What follows belongs to an exercise in optimizing a design on an open flow for small area and a short achievable clock period; a production flow would make more cautious choices. No run shown here included a check of the RTL's function; only the layout flow was run.

## flow/design.v (module list and top-level ports; edited modules follow where they fit)
// module fpm_top: 849 lines
// module fpm_fa: 4 lines
// module fpm_bsel: 3 lines
// module fpm_ao22: 3 lines
// module fpm_ao21: 3 lines
// module fpm_ao4: 4 lines
// module fpm_aoi22: 3 lines
// module fpm_xor2: 3 lines
module fpm_top (
  input  logic        clk,
  input  logic        rst_n,
  input  logic [2:0]  r_mode,
  input  logic [31:0] fp_x,
  input  logic [31:0] fp_y,
  output logic [31:0] fp_z,
  output logic        ovrf,
  output logic        udrf
);
  // ...
==> flow/flow/run.sh <==
#!/bin/bash
# The standard synthesis and layout; repair aims for 7 ns of setup slack
set -euo pipefail
bash standard.sh synth > synth.log 2>&1
bash standard.sh finish SETUP_SLACK_MARGIN=7 "BUFFER_PORTS_ARGS=-buffer_cell sky130_fd_sc_hd__buf_2" > layout.log 2>&1
==> flow/standard.sh <==
#!/bin/bash
# synth_recipe.tcl (not shown) runs the flow's synth.tcl, then flattens the netlist and writes it again
# the make line also repeats each setting of config.mk as NAME=value (left out here)
make -C /OpenROAD-flow-scripts/flow DESIGN_CONFIG=/design/flow/config.mk WORK_HOME=/design/flow/orfs CLKGATE_MAP_FILE= SYNTH_SCRIPT=/design/flow/synth_recipe.tcl "${@:-finish}"
==> flow/config.mk <==
export PLATFORM = sky130hd
export DESIGN_NAME = fpm_top
export DESIGN_NICKNAME = fpm_top
export VERILOG_FILES = /design/flow/design.v
export SDC_FILE = /design/flow/constraint.sdc
export NUM_CORES = 4
export LEC_CHECK = 0
export CAP_MARGIN = 20
export CORE_MARGIN = 2
export CORE_UTILIZATION = 55
export CTS_BUF_LIST = sky130_fd_sc_hd__clkbuf_4 sky130_fd_sc_hd__clkbuf_8
export SLEW_MARGIN = 20
export SYNTH_HIERARCHICAL = 1
==> flow/constraint.sdc <==
create_clock -name core_clock -period 12.5 [get_ports {clk}]
set_input_delay 2.5000 -clock core_clock [delete_from_list [all_inputs] [get_ports {clk}]]
set_output_delay 2.5000 -clock core_clock [all_outputs]
set_load 0.01 [all_outputs]
==> run summary, run 1 <==
Largest Register p_q; Req. time, crit path 12,870 ps; Synth area leaders fa_1 (29%), xor2_1 (16%), dfxtp_1 (13%), a22o_1 (12%), ha_1 (7.4%); Seq Cell Count 122; # H-tree levels 4; routed wire length per instance 24.7 µm; Fillers 2,755; Synth Area in Simple Gates 8.11%; reg2reg start btwo_q[0]; status complete, no violations; DR vias/cell 6.34; Vias 14,800; Final Net Count 2,321; largest buffer count on any clock path 2; final core occ 63.9%; Crit path depth 16; Tmin final 5350 ps; Critical Path Max Stage Delay 570 ps; Syn Inst Count 1,709; Clock Skew 39.2 ps; path depth of the worst reg2reg path 16; DP HPWL 37,700 µm; GR Util met1 48.6%; nonclk buf count 173; initial detailed-routing violation count 1,619; final cell count without fillers 2,335; busiest grt layer met2; CP Buf/Inv Count 1; Peak Freq 187 MHz; Hold Crit Class register to register; Slew @ Worst Pin 702 ps; Clock-cell share 1.83%; postcts setup bufs 3; #FFs+latches synth 122; post-synth cell types 51; Area after DPL 0.0195 mm²; Worst Setup Start Kind register; placer congestion estimate 0.868; Final Hold Fails 0; asr flop ratio synth 0%; top fanout value on the critical path 24; CTS root buf clkbuf_8
==> run 2: changes to the inputs <==
--- a/flow/design.v
+++ b/flow/design.v
@@ -501,16 +501,17 @@
   logic [47:0] ra, rb;
   assign ra = {t568, t566, t564, t562, t560, t558, t556, t554, t552, t550, t548, t546, t544, t542, t540, t538, t536, t534, t532, t530, t528, t526, t524, t522, t520, t518, t516, t514, t512, t510, t508, t506, t504, t502, t500, t498, t496, t494, t492, t490, t488, t486, t484, t482, t480, t479, pp0[1], bneg[0]};
   assign rb = {~my[22], t567, t565, t563, t561, t559, t557, t555, t553, t551, t549, t547, t545, t543, t541, t539, t537, t535, t533, t531, t529, t527, t525, t523, t521, t519, t517, t515, t513, t511, t509, t507, t505, t503, t501, t499, t497, t495, t493, t491, t489, t487, t485, t483, t481, pp1[0], 1'b0, pp0[0]};
   logic [21:0] zt;
   assign zt = (ra[21:0] ^ rb[21:0]) ^ {(ra[20:0] | rb[20:0]), 1'b0};
   logic st_lo;    
   assign st_lo = |zt;
   logic [47:0] p;
+  logic c23;
   logic g0_1, q0_1, g0_3, q0_3, g0_5, q0_5, g0_7, q0_7, g0_9, q0_9, g0_11, q0_11, g0_13, q0_13, g0_15, q0_15, g0_17, q0_17, g0_19, q0_19, g0_21, q0_21, g0_23, q0_23, g0_25, q0_25, g0_27, q0_27, g0_29, q0_29, g0_31, q0_31, g0_33, q0_33, g0_35, q0_35, g0_37, q0_37, g0_39, q0_39, g0_41, q0_41, g0_43, q0_43, g0_45, q0_45, g0_47, q0_47, g1_2, q1_2, g1_3, q1_3, g1_6, q1_6, g1_7, q1_7, g1_10, q1_10, g1_11, q1_11, g1_14, q1_14, g1_15, q1_15, g1_18, q1_18, g1_19, q1_19, g1_22, q1_22, g1_23, q1_23, g1_26, q1_26, g1_27, q1_27, g1_30, q1_30, g1_31, q1_31, g1_34, q1_34, g1_35, q1_35, g1_38, q1_38, g1_39, q1_39, g1_42, q1_42, g1_43, q1_43, g1_46, q1_46, g1_47, q1_47, g2_4, q2_4, g2_5, q2_5, g2_6, q2_6, g2_7, q2_7, g2_12, q2_12, g2_13, q2_13, g2_14, q2_14, g2_15, q2_15, g2_20, q2_20, g2_21, q2_21, g2_22, q2_22, g2_23, q2_23, g2_28, q2_28, g2_29, q2_29, g2_30, q2_30, g2_31, q2_31, g2_36, q2_36, g2_37, q2_37, g2_38, q2_38, g2_39, q2_39, g2_44, q2_44, g2_45, q2_45, g2_46, q2_46, g2_47, q2_47, g3_8, q3_8, g3_9, q3_9, g3_10, q3_10, g3_11, q3_11, g3_12, q3_12, g3_13, q3_13, g3_14, q3_14, g3_15, q3_15, g3_24, q3_24, g3_25, q3_25, g3_26, q3_26, g3_27, q3_27, g3_28, q3_28, g3_29, q3_29, g3_30, q3_30, g3_31, q3_31, g3_40, q3_40, g3_41, q3_41, g3_42, q3_42, g3_43, q3_43, g3_44, q3_44, g3_45, q3_45, g3_46, q3_46, g3_47, q3_47, g4_16, q4_16, g4_17, q4_17, g4_18, q4_18, g4_19, q4_19, g4_20, q4_20, g4_21, q4_21, g4_22, q4_22, g4_23, q4_23, g4_24, q4_24, g4_25, q4_25, g4_26, q4_26, g4_27, q4_27, g4_28, q4_28, g4_29, q4_29, g4_30, q4_30, g4_31, q4_31, g5_32, q5_32, g5_33, q5_33, g5_34, q5_34, g5_35, q5_35, g5_36, q5_36, g5_37, q5_37, g5_38, q5_38, g5_39, q5_39, g5_40, q5_40, g5_41, q5_41, g5_42, q5_42, g5_43, q5_43, g5_44, q5_44, g5_45, q5_45, g5_46, q5_46, g5_47, q5_47;
   logic [47:0] ag, ap;
   assign ag = ra & rb;
   assign ap = ra ^ rb;
   fpm_ao21 u_g0_1 (.g(ag[1]), .p(ap[1]), .c(ag[0]), .y(g0_1));
   assign q0_1 = ap[1] & ap[0];
   fpm_ao21 u_g0_3 (.g(ag[3]), .p(ap[3]), .c(ag[2]), .y(g0_3));
   assign q0_3 = ap[3] & ap[2];
@@ -761,16 +762,17 @@
   fpm_ao21 u_g5_44 (.g(g3_44), .p(q3_44), .c(g4_31), .y(g5_44));
   assign q5_44 = q3_44 & q4_31;
   fpm_ao21 u_g5_45 (.g(g3_45), .p(q3_45), .c(g4_31), .y(g5_45));
   assign q5_45 = q3_45 & q4_31;
   fpm_ao21 u_g5_46 (.g(g3_46), .p(q3_46), .c(g4_31), .y(g5_46));
   assign q5_46 = q3_46 & q4_31;
   fpm_ao21 u_g5_47 (.g(g3_47), .p(q3_47), .c(g4_31), .y(g5_47));
   assign q5_47 = q3_47 & q4_31;
+  assign c23 = g4_22;    
   assign p[0] = ap[0];
   assign p[1] = ap[1] ^ ag[0];
   assign p[2] = ap[2] ^ g0_1;
   assign p[3] = ap[3] ^ g1_2;
   assign p[4] = ap[4] ^ g1_3;
   assign p[5] = ap[5] ^ g2_4;
   assign p[6] = ap[6] ^ g2_5;
   assign p[7] = ap[7] ^ g2_6;
@@ -828,49 +830,54 @@
   assign un_s[0] = eb_q[9] | (eb_q == 10'd0);
   assign un_s[1] = eb_q[9];
   logic [1:0] inf_s, zer_s, nrm_s;
   assign inf_s = {2{inf_c}} | ({2{nrm_c}} & ov_s);
   assign zer_s = {2{zer_c}} | ({2{nrm_c}} & un_s);
   assign nrm_s = {2{nrm_c}} & ~ov_s & ~un_s;
   logic [25:0] p_q;
   logic [7:0]  e_q;
-  logic st_q, rne2_q, rmm2_q, rdir2_q, nan2_q, sg2_q;
+  logic all1;
+  assign all1 = (&(ap[45:24] ^ ag[44:23])) & (c23 ^ ap[23]);
+  logic st_q, rne2_q, rmm2_q, rdir2_q, nan2_q, sg2_q, all1_q;
   logic [1:0] inf_q2, zer_q2, nrm_q2;
   always_ff @(posedge clk) begin
     p_q     <= p[47:22];
     st_q    <= st_lo;
+    all1_q  <= all1;
     e_q     <= eb_q[7:0];
     rne2_q  <= rne_q;
     rmm2_q  <= rmm_q;
     rdir2_q <= rdir_q;
     nan2_q  <= nan_c;
     sg2_q   <= sg_c;
     inf_q2  <= inf_s;
     zer_q2  <= zer_s;
     nrm_q2  <= nrm_s;
   end
   logic h, ru1, ru0, c, sx;
   assign h   = p_q[25];         
   assign ru1 = (rne2_q & p_q[1] & (p_q[0] | st_q | p_q[2])) | (rmm2_q & p_q[1]) | (rdir2_q & (p_q[1] | p_q[0] | st_q));
   assign ru0 = (rne2_q & p_q[0] & (st_q | p_q[1])) | (rmm2_q & p_q[0]) | (rdir2_q & (p_q[0] | st_q));
-  assign c   = ~h & ru0 & (&p_q[23:1]);    
+  assign c   = ~h & ru0 & all1_q;    
   assign sx  = h | c;                      
   logic [22:0] i1, i0, f1, f0;
   assign i1 = p_q[24:2] + 23'd1;
   assign i0 = p_q[23:1] + 23'd1;
   assign f1 = ru1 ? i1 : p_q[24:2];
   assign f0 = ru0 ? i0 : p_q[23:1];    
   logic inf_o, zer_o, nrm, nrmf;
   assign inf_o = sx ? inf_q2[1] : inf_q2[0];
   assign zer_o = sx ? zer_q2[1] : zer_q2[0];
   assign nrm   = sx ? nrm_q2[1] : nrm_q2[0];
   assign nrmf  = h ? nrm_q2[1] : nrm_q2[0];   
   logic [7:0] ez;
-  assign ez = e_q + {7'd0, sx};
+  logic [7:0] e1;
+  assign e1 = e_q + 8'd1;
+  assign ez = sx ? e1 : e_q;
   assign ovrf = inf_o;
   assign udrf = zer_o;
   assign fp_z[31]    = sg2_q;
   assign fp_z[30:23] = (nan2_q | inf_o) ? 8'hff : (nrm ? ez : 8'h00);
   assign fp_z[22]    = nan2_q | (nrmf & (h ? f1[22] : f0[22]));
   assign fp_z[21:0]  = nrmf ? (h ? f1[21:0] : f0[21:0]) : 22'd0;
 endmodule
 module fpm_fa (input logic a, input logic b, input logic c, output logic s, output logic co);
==> run 2 against run 1 <==
Compared with the run above:
- core utilization rose by 0.78 points
- sequential share of layout area barely moved
- setup slack got worse by 27 ps
- still clean
- critical path type unchanged
- global-route usage rose by 0.18 points
==> run summary, run 2 <==
CTS root buf clkbuf_8; latest clock arrival within the worst-skew pair 490 ps; Worst Setup Start Kind register; Initial Util 56.2%; Pins Over Slew Limit 0; first-pass GRT wire length 91,700 µm; Syn Inst Count 1,733 (+1.4%); Final Net Count 2,342 (+0.90%); Total GRT Usage 34.0%; PortBufs 102; CP Buf/Inv Count 1 (unchanged); CP Capture Type register; Top Registers p_q (26), fy_q (23); DP Cell Count 2,301; Synth area leaders fa_1 (29%), xor2_1 (16%), dfxtp_1 (13%), a22o_1 (12%), ha_1 (7.2%); count leader, synth xor2_1; Fin Hold WS 330 ps; DR vias/cell 6.38 (+0.50%); routed wire length per instance 25.6 µm (+3.5%); DP HPWL 39,500 µm (+4.8%); CTS Buf Count 17; status complete, no violations; Die Area 0.0349 mm²; initial detailed-routing violation count 1,306 (-19%); CP top delay family adder cells; most frequent cells in the layout xor2_1 (338), fa_1 (256), a22o_1 (244), ha_1 (103), buf_2 (102); Max-cap violations 0; final period utilization 43.0%; Final Hold Fails 0 (unchanged); largest buffer count on any clock path 2 (unchanged); Mapped Area 0.0184 mm²; Req. time, crit path 12,860 ps (about the same); n_diodes 0; asr flop ratio synth 0% (unchanged); gr ovfl total 0; Largest register FFs 26; num rows 66; Vias 15,000 (+1.5%); antenna violations before repair 1; Tmin final 5380 ps (+26.6 ps); Worst path most repeated cell fa_1; Synth Warn # 7; # H-tree levels 4 (unchanged); post-synth top area cell fa_1; Yosys top cell area share 28.7%; Area Overhead vs Synth 15.1%; RSZ-0062 raised after global routing yes; Setup Viol. Count Final 0; top fanout value on the critical path 25 (+4.2%); main flop type after synthesis dfxtp_1; Peak Freq 186 MHz (-0.49%); Hold Crit Class register to register; Fillers 2,709 (-1.7%); crit-path cells buf_12, a22o_1, xor2_1, fa_1, fa_2, fa_1, fa_1, fa_1, ha_4, and3_4, and3_1, and2_1, and3_1, a21o_1, a21o_4, a21o_1, xor2_1; critical path arrival 5740 ps; top cells by count, synth xor2_1 (345), fa_1 (264), a22o_1 (244); slew margin rel. 53.7%; clock-pin slew on the worst setup and hold paths 80 ps; #FFs+latches synth 123 (+0.82%); Clock Skew 11.5 ps (-27.7 ps); Worst Path Class, Setup register to register; layout cells sized above 1 15.1%; CTS tree done; Worst path slowest cell fa_1; final cell count without fillers 2,358 (+0.99%); post-synth net total 2,172; height of the die 187 µm; Largest Register p_q; Slew @ Worst Pin 693 ps (-8.13 ps); Hold-fix buffers, CTS 0; post-synth cell types 56 (+9.8%); Core ar. 0.0327 mm²; Antenna Nets Post-Route 0; CTS sink count 123; average size of a mapped cell 10.6 µm²; Post-synth EDFFs 0; DRC Markers 0; final WL 60,400 µm; first-pass iteration count of the detailed router 5; Die X 187 µm; vias in the first global route 15,600; sequential share of the synthesized area 13.4%; Critical Path Max Stage Delay 550 ps (-20 ps); commonest non-fill, non-tap cell in the layout xor2_1; Setup Total Neg Slack 0 ps; I/O pin total 103; placer congestion estimate 0.894 (+3.0%); largest net degree at the start of global routing 28
[run 2: cell count changes after synthesis, sizes merged, moves of 3 or more]
cell	change
nand2b	+4
a211oi	+4
and2	-3
xor2	+4
clkbuf	-7
nand2	-3
xnor2	+17
buf	+3
[run 2: what timing repair did]
item                                    4_1_cts  5_1_grt
gates cloned                                  0        8
pin swaps                                     1       12
resized for setup                            58       99
buffers inserted                              4       13
endpoints found under the setup margin       34       17
[run 2: through the flow]
step | utilization (%) | worst slack (ps) | cell area, µm²
6_report | 64.7 | 7120 | 21200
5_1_grt | 64.7 | 6980 | 21200
4_1_cts | 62.3 | 6990 | 20400
3_5_place_dp | 60.2 | 6240 | 19700
3_3_place_gp | 60.2 | 6350 | 19700
2_1_floorplan | - | 7020 | 18400
[run 2: kinds of logic (layout without fill, tap and decap cells)]
family	Yosys count	in the layout	synth area share [%]
compound gates	459	460	20.6
mux	4	4	0.238
other cells	1	1	0.0204
buf+inv	107	289	2.25
flops	123	123	13.4
simple gates	262	262	8.20
xor+xnor	407	407	19.4
fa+ha+maj	370	370	36.0
[run 2: per-module statistics from Yosys (local to each module, per instance)]
module,copies in the design,cells,area (µm²)
fpm_fa,263,1,20.0
fpm_ao22,242,1,8.76
fpm_top,1,839,7640
fpm_aoi22,22,1,12.5
fpm_xor2,268,1,8.76
fpm_ao21,99,1,7.51
[run 2: path summary, 6_finish.rpt]
path                start       to  slack (ps)  cells after the start
hold / removal      rmm_q   rmm2_q         330                      0
setup / recovery  fy_q[7]  p_q[13]        7120                     17
hold reg to reg     rmm_q   rmm2_q         330                      0
setup reg to reg  fy_q[7]  p_q[13]        7120                     17
[run 2: final cells by class]
type / instances / area (µm²) / area share, %
Clock inverter: 13 / 190 / 0.899
Clock buffer: 19 / 255 / 1.21
Multi-Input combinational cell: 1504 / 15600 / 73.9
Timing Repair Buffer: 167 / 1640 / 7.75
Inverter: 90 / 339 / 1.60
Tap cell: 442 / 553 / 2.61
Sequential cell: 123 / 2540 / 12.0
[run 2: per-layer routing]
metal  global-route usage, %  part of all wire (%)  wire length, µm  vias to the layer above
li1                        -                     -                -                     6555
met3                    6.12                   9.6             5770                      133
met2                    52.1                    45            27000                      823
met1                    48.1                    43            25700                     7523
met5                    1.10                 0.030               18                        -
met4                    12.6                   3.1             1890                        2
[run 2: worst reg2reg max path: cells and delay by family, from the launching register on]
kind            cells  cell delay, ps
simple gates        4             780
buf+inv             1             220
fa+ha+maj           6            2670
compound gates      4             820
xor+xnor            2             370
flops               1             380
==> run 3: changes to the inputs <==
--- a/flow/config.mk
+++ b/flow/config.mk
@@ -9,5 +9,6 @@
 export CORE_MARGIN = 2
 export CORE_UTILIZATION = 55
 export CTS_BUF_LIST = sky130_fd_sc_hd__clkbuf_4 sky130_fd_sc_hd__clkbuf_8
+export GPL_TIMING_DRIVEN = 0
 export SLEW_MARGIN = 20
 export SYNTH_HIERARCHICAL = 1
==> run 3 against run 2 <==
Compared with the run above:
- flip-flop and latch count unchanged
- register-to-register slack worse by 110 ps
- cell count up 3.9%
- routed wire length up 13%
- count of clock-buffer cells in the layout up 3
- global-route usage up 3.5 points
- sequential share of layout area up 0.085 points
- die area unchanged
- clock skew up 6.9 ps
- core utilization up 2.8 points
- critical path type unchanged
- largest cell class unchanged
==> run summary, run 3 <==
# H-tree levels 4 (unchanged); height of the die 187 µm (unchanged); Synth Warn # 7 (unchanged); Setup Total Neg Slack 0 ps (unchanged); layout cells sized above 1 21.6% (+6.5 points); Req. time, crit path 12,840 ps (-20 ps); sequential share of the synthesized area 13.4% (unchanged); top fanout value on the critical path 12 (-52%); final WL 68,200 µm (+13%); count leader, synth xor2_1; RSZ-0062 raised after global routing no; top cells by count, synth xor2_1 (345), fa_1 (264), a22o_1 (244); worst hold endpoint rne2_q; busiest grt layer met2; slew margin rel. 44.5% (-9.2 points); PortBufs 102 (unchanged); Antenna Nets Post-Route 0 (unchanged); crit-path cells buf_4, a22o_1, xor2_1, fa_1, fa_1, fa_1, fa_1, fa_1, ha_2, a21o_1, a21o_1, a21o_1, a21o_1, a21o_4, a21o_1, xor2_2; Hold Crit Class register to register; status complete, no violations; antenna violations before repair 1 (unchanged); final period utilization 43.9% (+0.90 points); GRT met3 Usage 13.7% (+7.6 points); final core occ 67.6% (+2.8 points); Reg-to-Reg End p_q[13]; Die Area 0.0349 mm² (unchanged); Fillers 2,581 (-4.7%); Worst Path Class, Setup register to register; first-pass iteration count of the detailed router 7 (+2); CTS tree done; latest clock arrival within the worst-skew pair 490 ps (about the same); Post-synth EDFFs 0 (unchanged); main flop type after synthesis dfxtp_1; pre-CTS setup slack 5900 ps (-341 ps); I/O pin total 103 (unchanged); Vias 16,100 (+6.9%); reg-to-reg setup timing slack 7010 ps (-110 ps); clock-pin slew on the worst setup and hold paths 80 ps (about the same); DRC Markers 0 (unchanged); Worst path slowest cell fa_1; path depth of the worst reg2reg path 16 (-1); Clock Skew 18.4 ps (+6.90 ps); Largest register FFs 26 (unchanged); Total GRT Usage 37.5% (+3.5 points); Max-cap violations 0 (unchanged); CP Buf/Inv Count 1 (unchanged); post-synth net total 2,172 (unchanged); Setup Viol. Count Final 0 (unchanged); critical path arrival 5830 ps (+90 ps); GR Util met1 48.8% (+0.69 points); DP HPWL 38,300 µm (-3.1%); area of the multi-input gates 0.0158 mm² (+0.98%); #FFs+latches synth 123 (unchanged); Core ar. 0.0327 mm² (unchanged); post-synth top area cell fa_1; Final Net Count 2,434 (+3.9%); CP top delay family adder cells; num rows 66 (unchanged); Initial Util 56.2% (unchanged); Critical Path Max Stage Delay 550 ps (about the same); hold path depth 0 (unchanged); routed wire length per instance 27.9 µm (+8.8%); Worst Setup Start Kind register; Yosys top cell area share 28.7% (unchanged); CTS sink count 123 (unchanged); Mapped Area 0.0184 mm² (unchanged); CTS root buf clkbuf_8; initial detailed-routing violation count 1,864 (+43%); Tmin final 5490 ps (+113 ps); n_diodes 0 (unchanged); setup ws final 7010 ps (-113 ps); reg2reg start bone_q[5]; hold path startpoint rne_q; post-synth cell types 56 (unchanged); CP Capture Type register; CTS Buf Count 17 (unchanged); Area Overhead vs Synth 20.1%; commonest non-fill, non-tap cell in the layout xor2_1; Die X 187 µm (unchanged); largest buffer count on any clock path 2 (unchanged); most frequent cells in the layout xor2_1 (335), fa_1 (246), a22o_1 (244), buf_2 (109), a21o_1 (98); largest net degree at the start of global routing 28 (unchanged); Synth area leaders fa_1 (29%), xor2_1 (16%), dfxtp_1 (13%), a22o_1 (12%), ha_1 (7.2%); average size of a mapped cell 10.6 µm² (unchanged); Slew @ Worst Pin 825 ps (+132 ps); Top Registers p_q (26), fy_q (23); Largest Register p_q; DR vias/cell 6.56 (+2.9%); placer congestion estimate 0.855 (-4.4%); Final Hold Fails 0 (unchanged); Peak Freq 182 MHz (-2.1%); asr flop ratio synth 0% (unchanged); Pins Over Slew Limit 0 (unchanged); met2 global-route usage 55.9% (+3.8 points); Syn Inst Count 1,733 (unchanged); vias in the first global route 16,200 (+3.8%); Seq. cell area 0.00268 mm² (+5.1%); first-pass GRT wire length 98,200 µm (+7.1%); gr ovfl total 0 (unchanged)
-- run 3: cell counts after synthesis --
Identical to the previous run, type by type.
-- run 3: logic make-up after synthesis --
group	after synthesis	share of synthesized area (%)
fa+ha+maj	370	36.0
simple gates	262	8.20
buf+inv	107	2.25
mux	4	0.238
flops	123	13.4
compound gates	459	20.6
other cells	1	0.0204
xor+xnor	407	19.4
-- run 3: repair_timing --
| item | 4_1_cts | 5_1_grt |
|---|---|---|
| hold endpoints to repair | 0 | 0 |
| hold buffers | 0 | 0 |
| gates cloned | 0 | 1 |
| resized for setup | 74 | 63 |
| setup endpoints to repair | 26 | 24 |
| pin swaps | 0 | 21 |
| buffers inserted | 53 | 83 |
-- run 3: metrics by stage --
stage / cells / hold slack (ps) / area, µm²
finish: 2450 / 335 / 22100
detailed placement: 2281 / 318 / 19600
global placement: 2277 / 313 / 19500
floorplan: 1733 / 310 / 18400
global route: 2450 / 349 / 22100
CTS: 2366 / 337 / 21000
-- run 3: area by class of cell --
type | instances | share of cell area, %
clock buffer | 22 | 1.34
clock inverter | 10 | 0.736
inverter | 90 | 1.55
tap | 442 | 2.50
sequential | 123 | 12.1
multi-input combinational | 1504 | 71.5
timing repair buffer | 242 | 9.86
buffer | 17 | 0.408
-- run 3: worst max path at each step --
stage / depth (start not counted) / from / endpoint / slack, ps
after floorplan: 16 / fy_q[21] / p_q[23] / 7020
after global routing: 16 / bone_q[5] / p_q[11] / 6930
after global placement: 17 / fy_q[15] / p_q[11] / 5860
after CTS: 17 / fy_q[13] / all1_q / 7000
after detailed placement: 17 / fy_q[22] / p_q[11] / 5900
final: 16 / bone_q[5] / p_q[13] / 7010
-- run 3: metal layers --
metal | routed length (µm) | vias up
li1 | - | 6737
met1 | 26600 | 7878
met2 | 28900 | 1187
met3 | 9100 | 271
met4 | 3690 | 0
met5 | 0 | -
-- run 3: Yosys stat by module, one instance, submodules excluded --
module | cells | area [µm²] | flops+latches | copies in the design
fpm_top | 839 | 7640 | 123 | 1
fpm_fa | 1 | 20.0 | 0 | 263
fpm_aoi22 | 1 | 12.5 | 0 | 22
fpm_ao22 | 1 | 8.76 | 0 | 242
fpm_xor2 | 1 | 8.76 | 0 | 268
fpm_ao21 | 1 | 7.51 | 0 | 99

[port drivers added, routing unchanged]
No port has a modelled driver above. Below, the same layouts with a new extraction and two added sets of constraints. Step 1 (the two cells are an assumption about what drives the block):
set clk [get_ports {clk}]
set_driving_cell -lib_cell sky130_fd_sc_hd__clkbuf_16 $clk
set_driving_cell -lib_cell sky130_fd_sc_hd__buf_2 [delete_from_list [all_inputs] $clk]
Step 2 moves the port delays by t, midway between the first and last clock arrival at a register: inputs arrive t later, outputs are due t later. That takes back most of the time a late clock gives input paths. Slacks: ideal ports / drivers / drivers and shift; pairs: ideal ports / drivers.
run	shift t [ns]	slack for setup (ns)	hold slack, ns	pins driven straight from the clock port
run 1	0.548	7.151 / 7.151 / 7.151	0.329 / 0.329 / 0.329	1
run 2	0.536	7.125 / 7.125 / 7.125	0.330 / 0.330 / 0.330	1
run 3	0.534	7.012 / 7.012 / 7.012	0.335 / 0.335 / 0.335	1
After both steps every run listed still meets setup and hold.
